Source: an optimization exercise on an open RTL-to-GDS flow (aim: small area, a short achievable clock period and few clock cycles). Production flows keep margins and buffers that such runs may drop.
RTL that was checked went through simulation tests only; none was proved equivalent to the original.
Power and IR drop assume default switching activity.

Setup of v50:
==> flow/design.v (excerpt) <==
module nmea_gga_sentence_parser (
	input wire logic clk,
	input wire logic arst_n,
	input wire logic char_valid,
	output logic char_stall,
	input wire logic [7:0] char_byte,
	input wire logic char_last,
	output logic res_valid,
	input wire logic res_stall,
	output logic [2:0] res_status,
	output logic [6:0] res_hours,
	output logic [6:0] res_mins,
	output logic [6:0] res_secs,
	output logic [31:0] res_lat_e7,
	output logic [7:0] res_lat_hemi,
	output logic [31:0] res_lon_e7,
	output logic [7:0] res_lon_hemi
);
	logic iv_q;
	logic [7:0] ib_q;
	logic il_q;
	logic idig_q;
	logic icom_q;
	logic idot_q;
	logic izero_q;
	logic init_q;
	logic clr_q;
	logic done_q;
	logic [7:0] cnt_q, cnt_n;
	logic long_q, long_n;
	logic prefix_q, prefix_n;
	logic [3:0] comma_q, comma_n;
	logic [2:0] tidx_q, tidx_n;
	logic intok_q, intok_n;
	logic [2:0] tlen_q, tlen_n;
	logic tbad_q, tbad_n;
	logic [7:0] hnew_q [2];
	logic [7:0] hnew_n [2];
	logic hseen_q [2];
	logic hseen_n [2];
  ...
Size: about 0.013 mm² of cells after synthesis.
export LEC_CHECK = 0
export CAP_MARGIN = 20
export CORE_MARGIN = 2
export CORE_UTILIZATION = 40
export CTS_CLUSTER_DIAMETER = 80
export CTS_CLUSTER_SIZE = 24
export SLEW_MARGIN = 20
create_clock -name core_clock -period 11.0 [get_ports {clk}]
standard.sh (not shown) runs the stock make flow with config.mk's settings and CLKGATE_MAP_FILE= SYNTH_SCRIPT=/design/flow/synth_recipe.tcl, a recipe that flattens the netlist after the stock synthesis.
==> flow/flow/run.sh <==
#!/bin/bash
# The standard layout (the standard.sh: standard synthesis, floorplan, placement,
# CTS, routing) with two changes to how it is made: timing repair aims for more setup
# slack than the clock needs, and the port buffers are the small sky130 buffer.
set -e
bash standard.sh SETUP_SLACK_MARGIN=7 'BUFFER_PORTS_ARGS=-buffer_cell sky130_fd_sc_hd__buf_1' finish > standard.log 2>&1
Testbench counts of v50, summed over its fixed seeds: cycles 25,028.
[inputs] v23 vs v50
diff --git a/flow/flow/run.sh b/flow/flow/run.sh
--- a/flow/flow/run.sh
+++ b/flow/flow/run.sh
@@ -5,2 +5,2 @@
 set -e
-bash standard.sh SETUP_SLACK_MARGIN=7 'BUFFER_PORTS_ARGS=-buffer_cell sky130_fd_sc_hd__buf_1' finish > standard.log 2>&1
+bash standard.sh SETUP_SLACK_MARGIN=7.3 'BUFFER_PORTS_ARGS=-buffer_cell sky130_fd_sc_hd__buf_1' finish > standard.log 2>&1
diff --git a/flow/config.mk b/flow/config.mk
--- a/flow/config.mk
+++ b/flow/config.mk
@@ -10,4 +10,2 @@
 export CORE_UTILIZATION = 40
-export CTS_CLUSTER_DIAMETER = 80
-export CTS_CLUSTER_SIZE = 24
 export SLEW_MARGIN = 20
### Flow results
For v50, the endpoint of the most critical setup path was u_back.rs_q[1], unlike v23, where it was u_back.t_q[1].
Reported for v50 and v23, maximum fanout along the worst path turned out identical to the last digit.
Compared with v50, placement density in the core of v23 is higher.
Status: peak clock frequency supported by timing parity (v50, v23)
On v23: clock buffer and inverter area fraction after layout is 2.0 points higher than what v50 gave.
Re power share of the combinational group: v23 is 0.8 points up on v50.
The multi-input combinational cell area reported for v23 is greater than that of v50 by 5.0%.
Compare v50 and v23 | number of clock-tree buffers in the layout lower: v50
Number of buffers other than clock buffers in the final layout (v23 / v50): 1.5
| count of filler cells inserted in the layout | higher: v50 |
v50 and v23 ended up with nearly the same met3 global-route usage.
Between v50 and v23, first-pass GRT wire length is lower for v50, v23 comes in above that.
The following lists how v51 was set up differently from v23:
diff --git a/flow/flow/run.sh b/flow/flow/run.sh
--- a/flow/flow/run.sh
+++ b/flow/flow/run.sh
@@ -5,2 +5,2 @@
 set -e
-bash standard.sh SETUP_SLACK_MARGIN=7.3 'BUFFER_PORTS_ARGS=-buffer_cell sky130_fd_sc_hd__buf_1' finish > standard.log 2>&1
+bash standard.sh SETUP_SLACK_MARGIN=7.15 'BUFFER_PORTS_ARGS=-buffer_cell sky130_fd_sc_hd__buf_1' finish > standard.log 2>&1
diff --git a/flow/config.mk b/flow/config.mk
--- a/flow/config.mk
+++ b/flow/config.mk
@@ -10,2 +10,4 @@
 export CORE_UTILIZATION = 40
+export CTS_CLUSTER_DIAMETER = 100
+export CTS_CLUSTER_SIZE = 30
 export SLEW_MARGIN = 20
==> results.txt <==
v51 | status: complete | timing, DRC, antenna: pass
As far as flip-flop and latch count goes, v51 and v23 are indistinguishable; the numbers are identical.
Wire length on met2 delta for v51 relative to v23: 11% lower
v51 vs v23 — non-clock buffer count dropped by more than a quarter
Summary of the comparison: number of resized instances in the post-cts repair step is lower in v51, relative to v23.
As of v51, switching component of the power had fallen by a little under 10% compared to v23.
The worst hold slack number comes out higher for v51 vs v23.
Post-route fraction of the period consumed by the critical path for v51: 0.26 points up relative to v23
Share of total power in the clock network in v51 vs v23: down 4.7 points
Input changes introduced in v10 (baseline for comparison: v51):
diff --git a/flow/flow/run.sh b/flow/flow/run.sh
--- a/flow/flow/run.sh
+++ b/flow/flow/run.sh
@@ -5,2 +5,2 @@
 set -e
-bash standard.sh SETUP_SLACK_MARGIN=7.15 'BUFFER_PORTS_ARGS=-buffer_cell sky130_fd_sc_hd__buf_1' finish > standard.log 2>&1
+bash standard.sh SETUP_SLACK_MARGIN=6.8 'BUFFER_PORTS_ARGS=-buffer_cell sky130_fd_sc_hd__buf_1' finish > standard.log 2>&1
==> results.txt <==
- Via count normalized by instance count sits lower in v10 than in v51.
- Compared with v51, in v10 wire length on met1 went down by about 3.5%, clock power went up by about 3%, non-clock buffer count went down by about 17%.
- Looking at first-pass GRT wire length, v10 sits 1600 µm below v51.
- Final non-filler cell area (v10 over v51): decrease, 3.9%
- Delta (v10 minus v51): routed length on met2 -730 µm, final-layout non-clock buffer area share shrank by 1.8 points.

job 3279:
nmea_gga_sentence_parser, a different RTL version from the one above (not shown whole).
Size: about 1400 cells after synthesis, roughly 210 flip-flops, roughly 120 I/O pins, roughly 13000 sq um of cells after synthesis.
export LEC_CHECK = 0
export CAP_MARGIN = 20
export CORE_MARGIN = 2
export CORE_UTILIZATION = 40
export SLEW_MARGIN = 20
create_clock -name core_clock -period 11.0 [get_ports {clk}]
==> flow/flow/run.sh <==
#!/bin/bash
# The standard layout (the standard.sh: standard synthesis, floorplan, placement,
# CTS, routing) with timing repair aiming for more setup slack than the clock needs.
set -e
bash standard.sh SETUP_SLACK_MARGIN=6.5 finish > standard.log 2>&1
Job 3279 went all the way through the flow, and no timing, DRC or antenna check failed.
Testbench counts of job 3279, summed over its fixed seeds: cycles 25,028.
The following lists how job 3732 was set up differently from job 3279:
-- flow/flow/run.sh --
<<< job 3279, line 5
bash standard.sh SETUP_SLACK_MARGIN=6.5 finish > standard.log 2>&1
>>> job 3732, line 5
bash standard.sh SETUP_SLACK_MARGIN=7 finish > standard.log 2>&1
--- outcome ---
No stage failed in job 3732, and the final checks on the layout all came back clean. Diff job 3279..job 3732 | cell count after placement | negligible. Job 3279 → job 3732: switching power total up about 5.4%; utilization grew by 4.5 points; share of final-layout standard cells stronger than drive strength 1 increased 12 points; share of final layout cell area taken by clock buffers and inverters shows a reduction of 0.21 points; global routing usage on met3 comparable. Overall power of job 3732 exceeds that of job 3279 by a little under 10%. | number of DRC violations after detailed-routing iteration 0 | job 3732 vs job 3279 | 82 higher |. The final wirelength in job 3732 is 1.07 times that in job 3279. Layout clock buffer count, job 3732 vs job 3279: down by more than 10%.
Modified inputs, job 1791 compared to job 3732
==> flow/flow/run.sh <==
#!/bin/bash
# The standard layout (the standard.sh: standard synthesis, floorplan, placement,
# CTS, routing) with two changes to how it is made: timing repair aims for more setup
# slack than the clock needs, and the port buffers are the small sky130 buffer.
set -e
bash standard.sh SETUP_SLACK_MARGIN=6.5 'BUFFER_PORTS_ARGS=-buffer_cell sky130_fd_sc_hd__buf_1' finish > standard.log 2>&1
-- flow/config.mk --
<<< job 3732, line 11
>>> job 1791, line 11
export CTS_BUF_LIST = sky130_fd_sc_hd__clkbuf_4
--- outcome ---
Diff job 3732 -> job 1791 | number of filler instances in the final layout | increase of 299
Summary of job 1791 over job 3732: worst setup slack after layout fell by 0.045 ns; total internal power fell by 11%; via count fell by 2.3%; share of total power in the clock network fell by 0.5 points; number of antenna violations at the first check in global routing rose by 1.

Another version of the RTL of nmea_gga_sentence_parser (not shown whole).
Size in the first run: about 1400 cells after synthesis, ~210 flip-flops, ~0.013 mm2 of cells after synthesis.
clock: 11.0 ns
lec_check: 0
cap_margin: 20
core_margin: 2
core_utilization: 40
slew_margin: 20
run.sh (not shown) runs the stock make flow with config.mk's settings and CLKGATE_MAP_FILE= SYNTH_SCRIPT=/design/flow/synth_recipe.tcl, a recipe that flattens the netlist after the stock synthesis.
Stock flow here: none of the scripts above is used.
Next try:
==> flow/flow/run.sh (new file) <==
#!/bin/bash
# The standard layout (the standard.sh: standard synthesis, floorplan, placement,
# CTS, routing) with timing repair aiming for more setup slack than the clock needs.
set -e
bash standard.sh SETUP_SLACK_MARGIN=6 finish > standard.log 2>&1
==> flow/standard.sh (new file) <==
#!/bin/bash
# synth_recipe.tcl (not shown) runs the flow's synth.tcl, then flattens the netlist and writes it again
# the make line also repeats each setting of config.mk as NAME=value (left out here)
make -C /OpenROAD-flow-scripts/flow DESIGN_CONFIG=/design/flow/config.mk WORK_HOME=/design/flow/orfs CLKGATE_MAP_FILE= SYNTH_SCRIPT=/design/flow/synth_recipe.tcl "${@:-finish}"
removed: flow/run.sh
=> The new run completed without violations. First-iteration DRC count shrinks by 18%. Power came out higher by 2.0%. Flip-flop and latch count stays the same. Final area rose by 1.4%. Die area stays the same. Global-route usage is about the same. Final cell count rose by 0.51%. Register-to-register slack improved by 1000 ps. Clock-buffer cell count grows by 4. Setup slack improved by 910 ps.
No run of this note included a check of the RTL's function; only the layout flow was run.

==> re-timing with driven ports <==
How much do the figures lean on ideal ports? The routed layouts below were timed once more, with nothing changed but the port constraints.
Step 1 sets driving cells, clkbuf_16 on the clock port and buf_2 on the other inputs (assumed; they add their load-dependent delay and slew).
Step 2 times the ports against the registers' clock, not the clock port: input delays grow and output delays shrink by t, the midpoint of the rising clock arrivals with the driver on.
Slacks: ideal ports / drivers / drivers and shift; pairs: ideal ports / drivers.
run | shift t [ns] | slack for setup (ns) | slew at the worst register clock pin (ns)
v50 | 0.530 | 7.051 / 7.051 / 7.051 | 0.09 / 0.09
v23 | 0.565 | 7.060 / 7.036 / 7.060 | 0.07 / 0.07
v51 | 0.526 | 7.032 / 6.996 / 7.032 | 0.11 / 0.11
v10 | 0.522 | 6.966 / 6.966 / 6.966 | 0.12 / 0.12
job 3279 | 0.580 | 6.550 / 6.550 / 6.550 | 0.06 / 0.06
job 3732 | 0.574 | 6.584 / 6.584 / 6.584 | 0.06 / 0.06
job 1791 | 0.744 | 6.539 / 6.539 / 6.539 | 0.07 / 0.07
the first run of note 3 | 0.569 | 5.240 / 5.240 / 5.240 | 0.06 / 0.06
the second run of note 3 | 0.564 | 6.147 / 6.097 / 6.253 | 0.06 / 0.06
After both steps setup and hold are still met in every run listed.
